Source: an optimization exercise on an open RTL-to-GDS flow (aim: small area and few clock cycles). Production flows keep margins and buffers that such runs may drop. The RTL was checked by simulation tests, not by an equivalence proof against the original design. Power is estimated from default activity; no workload was simulated.

==> flow/design.v <==
`default_nettype none
package dcache_pkg;
	localparam int word_width      = 32;
	localparam int num_ways        = 2;
	localparam int num_sets        = 8;
	localparam int index_width     = 3;
	localparam int tag_width       = 26;
	localparam int words_per_block = 2;
	localparam int num_frames      = 16;
endpackage
`default_nettype wire
`timescale 1ns/1ps
`default_nettype none
module dcache (
	input  logic        clk,
	input  logic        rst_n,
	input  logic        dp_ren,
	input  logic        dp_wen,
	input  logic [31:0] dp_addr,
	input  logic [31:0] dp_store,
	input  logic        halt,
	output logic        dp_hit,
	output logic [31:0] dp_load,
	output logic        flushed,
	output logic        mem_ren,
	output logic        mem_wen,
	output logic [31:0] mem_addr,
	output logic [31:0] mem_store,
	input  logic        mem_dwait,
	input  logic [31:0] mem_load
);
	logic [25:0] tag_q  [16];   
	logic [31:0] data_q [32];   
	logic [15:0] valid_q;       
	logic [31:0] dirty_q;       
	logic [7:0]  lru_q;         
	logic        fill_q;        
	logic        fkill_q;       
	logic [25:0] ftag_q;
	logic [2:0]  fset_q;
	logic        fway_q;
	logic        fword_q;
	logic [7:0]  flset_q;
	logic        req;
	logic [25:0] dtag;
	logic [2:0]  didx;
	logic        dw;
	assign req  = dp_ren | dp_wen;
	assign dtag = dp_addr[31:6];
	assign didx = dp_addr[5:3];
	assign dw   = dp_addr[2];
	logic [7:0]  set_oh;
	always_comb begin
		for (int i = 0; i < 8; i++) begin
			set_oh[i] = halt ? flset_q[i] : (didx == 3'(i));
		end
	end
	logic [25:0] tag_r [2];         
	logic [31:0] data_r [2][2];     
	logic [1:0]  valid_r;
	logic [3:0]  dirty_r;           
	always_comb begin
		for (int w = 0; w < 2; w++) begin
			tag_r[w] = '0;
			for (int s = 0; s < 8; s++) begin
				tag_r[w] = tag_r[w] | ({26{set_oh[s]}} & tag_q[2 * s + w]);
			end
			for (int b = 0; b < 2; b++) begin
				data_r[w][b] = '0;
				for (int s = 0; s < 8; s++) begin
					data_r[w][b] = data_r[w][b] | ({32{set_oh[s]}} & data_q[4 * s + 2 * w + b]);
				end
			end
		end
		valid_r = '0;
		dirty_r = '0;
		for (int s = 0; s < 8; s++) begin
			valid_r = valid_r | ({2{set_oh[s]}} & valid_q[2 * s +: 2]);
			dirty_r = dirty_r | ({4{set_oh[s]}} & dirty_q[4 * s +: 4]);
		end
	end
	logic        m0, m1, hit, hw;
	assign m0  = valid_r[0] && (tag_r[0] == dtag);
	assign m1  = valid_r[1] && (tag_r[1] == dtag);
	assign hit = m0 | m1;
	assign hw  = m1;
	logic        victim;
	logic        dv_c, dv_o, wb_need;
	logic        wword;
	assign victim  = !valid_r[0] ? 1'b0 : (!valid_r[1] ? 1'b1 : lru_q[didx]);
	assign dv_c    = dirty_r[{victim, dw}];
	assign dv_o    = dirty_r[{victim, ~dw}];
	assign wb_need = dv_c | dv_o;
	assign wword   = dv_c ? dw : ~dw;
	logic        fl_any;
	logic        fl_way, fl_word;
	logic        any_dirty;
	assign fl_any    = |dirty_r;
	assign fl_way    = !(dirty_r[0] | dirty_r[1]);
	assign fl_word   = fl_way ? !dirty_r[2] : !dirty_r[0];
	assign any_dirty = |dirty_q;
	logic        wb_way, wb_word;
	assign wb_way  = halt ? fl_way  : victim;
	assign wb_word = halt ? fl_word : wword;
	logic pend, fill_done;
	assign pend      = fill_q && !fkill_q && (fset_q == didx) && (fway_q == hw) && (fword_q == dw);
	assign fill_done = fill_q && !mem_dwait;
	logic        fill_wr;    
	logic        hit_ok;     
	logic        miss_ok;    
	logic        clr_en;     
	logic        kill;
	always_comb begin
		hit_ok  = 1'b0;
		miss_ok = 1'b0;
		kill    = 1'b0;
		if (req && hit) begin
			if (pend) begin
				hit_ok = dp_wen || fill_done;
				kill   = dp_wen;
			end else begin
				hit_ok = !(dp_wen && fill_done && !fkill_q);
			end
		end else if (req && !fill_q && !wb_need) begin
			miss_ok = dp_wen || !mem_dwait;
		end
	end
	assign fill_wr = fill_done && !fkill_q && !kill;
	assign clr_en  = !fill_q && !mem_dwait && mem_wen;
	assign dp_hit  = hit_ok || miss_ok;
	assign flushed = halt && !any_dirty && !fill_q;
	always_comb begin
		if (hit && !pend) begin
			dp_load = hw ? data_r[1][dw] : data_r[0][dw];
		end else begin
			dp_load = mem_load;
		end
	end
	always_comb begin
		mem_ren   = 1'b0;
		mem_wen   = 1'b0;
		mem_store = data_r[wb_way][wb_word];
		if (fill_q) begin
			mem_ren  = 1'b1;
			mem_addr = {ftag_q, fset_q, fword_q, 2'b00};
		end else if (halt) begin
			mem_wen  = fl_any;
			mem_addr = {tag_r[fl_way], flset_idx(flset_q), fl_word, 2'b00};
		end else if (wb_need) begin
			mem_wen  = req && !hit;
			mem_addr = {tag_r[victim], didx, wword, 2'b00};
		end else begin
			mem_ren  = dp_ren && !hit;
			mem_addr = {dtag, didx, dw, 2'b00};
		end
	end
	function automatic logic [2:0] flset_idx(input logic [7:0] oh);
		flset_idx = 3'd0;
		for (int i = 0; i < 8; i++) begin
			if (oh[i]) flset_idx = flset_idx | 3'(i);
		end
	endfunction
	logic        wr_way;
	logic [31:0] wdata;
	logic [31:0] wr_en;
	assign wr_way = m1 | (!m0 & victim);
	assign wdata  = (dp_wen && !fill_wr) ? dp_store : mem_load;
	always_comb begin
		for (int i = 0; i < 32; i++) begin
			wr_en[i] = (fill_wr && (i == {fset_q, fway_q, fword_q})) ||
			           ((hit_ok && dp_wen || miss_ok) && (i == {didx, wr_way, dw}));
		end
	end
	always_ff @(posedge clk) begin
		for (int i = 0; i < 32; i++) begin
			if (wr_en[i]) data_q[i] <= wdata;
		end
		if (miss_ok) begin
			tag_q[{didx, victim}] <= dtag;
			ftag_q                <= dtag;
			fset_q                <= didx;
			fway_q                <= victim;
			fword_q               <= ~dw;
		end
	end
	always_ff @(posedge clk, negedge rst_n) begin
		if (!rst_n) begin
			valid_q <= '0;
			dirty_q <= '0;
			lru_q   <= '0;
			fill_q  <= 1'b0;
			fkill_q <= 1'b0;
			flset_q <= 8'd1;
		end else begin
			if (miss_ok) begin
				valid_q[{didx, victim}] <= 1'b1;
			end
			if (clr_en) begin
				dirty_q[{(halt ? flset_idx(flset_q) : didx), wb_way, wb_word}] <= 1'b0;
			end
			if (dp_hit && dp_wen) begin
				dirty_q[{didx, wr_way, dw}] <= 1'b1;
			end
			if (dp_hit) begin
				lru_q[didx] <= ~wr_way;
			end
			if (miss_ok) begin
				fill_q  <= 1'b1;
				fkill_q <= 1'b0;
			end else if (fill_done) begin
				fill_q  <= 1'b0;
			end
			if (kill) begin
				fkill_q <= 1'b1;
			end
			if (halt && !fill_q && !fl_any) begin
				flset_q <= {flset_q[6:0], flset_q[7]};
			end
		end
	end
endmodule
`default_nettype wire
`timescale 1ns/1ps
`default_nettype none
module dcache_top (
	input  wire        clk,
	input  wire        rst_n,
	input  wire        dp_ren,
	input  wire        dp_wen,
	input  wire [31:0] dp_addr,
	input  wire [31:0] dp_store,
	input  wire        halt,
	output wire        dp_hit,
	output wire [31:0] dp_load,
	output wire        flushed,
	output wire        mem_ren,
	output wire        mem_wen,
	output wire [31:0] mem_addr,
	output wire [31:0] mem_store,
	input  wire        mem_dwait,
	input  wire [31:0] mem_load
);
	dcache i_dcache (
		.clk       (clk),
		.rst_n     (rst_n),
		.dp_ren    (dp_ren),
		.dp_wen    (dp_wen),
		.dp_addr   (dp_addr),
		.dp_store  (dp_store),
		.halt      (halt),
		.dp_hit    (dp_hit),
		.dp_load   (dp_load),
		.flushed   (flushed),
		.mem_ren   (mem_ren),
		.mem_wen   (mem_wen),
		.mem_addr  (mem_addr),
		.mem_store (mem_store),
		.mem_dwait (mem_dwait),
		.mem_load  (mem_load)
	);
endmodule
`default_nettype wire
Settings: LEC_CHECK=0, CAP_MARGIN=20, CORE_MARGIN=2, CORE_UTILIZATION=60, CTS_CLUSTER_DIAMETER=150, CTS_CLUSTER_SIZE=20, SLEW_MARGIN=20; clock period 11.0 ns.
run.sh (not shown) runs the stock make flow with config.mk's settings and CLKGATE_MAP_FILE= SYNTH_SCRIPT=/design/flow/synth_recipe.tcl, a recipe that flattens the netlist after the stock synthesis.
The starting point completed and failed the layout checks on setup timing.
Testbench counts at the start, summed over its fixed seeds: cycles 45,194.
==> next run, changes <==
--- a/flow/design.v
+++ b/flow/design.v
@@ -87,7 +87,11 @@
 	logic        victim;
 	logic        dv_c, dv_o, wb_need;
 	logic        wword;
-	assign victim  = !valid_r[0] ? 1'b0 : (!valid_r[1] ? 1'b1 : lru_q[didx]);
+	logic [1:0] nd0, nd1;
+	assign nd0     = 2'(dirty_r[0]) + 2'(dirty_r[1]);
+	assign nd1     = 2'(dirty_r[2]) + 2'(dirty_r[3]);
+	assign victim  = !valid_r[0] ? 1'b0 : (!valid_r[1] ? 1'b1 :
+	                 (nd0 < nd1) ? 1'b0 : ((nd1 < nd0) ? 1'b1 : lru_q[didx]));
 	assign dv_c    = dirty_r[{victim, dw}];
 	assign dv_o    = dirty_r[{victim, ~dw}];
 	assign wb_need = dv_c | dv_o;
Result: Now the flow ran to the end with no violations. Core utilization is about the same. Routed wire length goes down by 2.4%. Synthesized cell count goes up by 0.36%. Synthesized area hardly moves. Total power goes up by about 28%.
Testbench counts after the change, summed over its fixed seeds: cycles 41,193.

[separate check: timing with driven ports]
No port has a modelled driver above. Below, the same layouts with a new extraction and two added sets of constraints. Step 1, drivers: a clkbuf_16 drives clk and a buf_2 each remaining input, both assumed. Step 2 times the ports against the registers' clock, not the clock port: input delays grow and output delays shrink by t, the midpoint of the rising clock arrivals with the driver on. a / b / c = ideal / step 1 / step 2; a / b = the first two.
| run | shift t [ns] | slack for setup (ns) | worst register clock-pin slew, ns | cell pins on the clock port's net |
|---|---|---|---|---|
| the first run | 0.760 | -0.008 / -0.031 / -0.031 | 0.09 / 0.09 | 1 |
| the second run | 0.776 | 0.272 / 0.244 / 0.181 | 0.10 / 0.10 | 1 |
For the second run, which loses most, drivers alone change the setup slack by -0.028 ns; drivers and shift together by -0.091 ns.
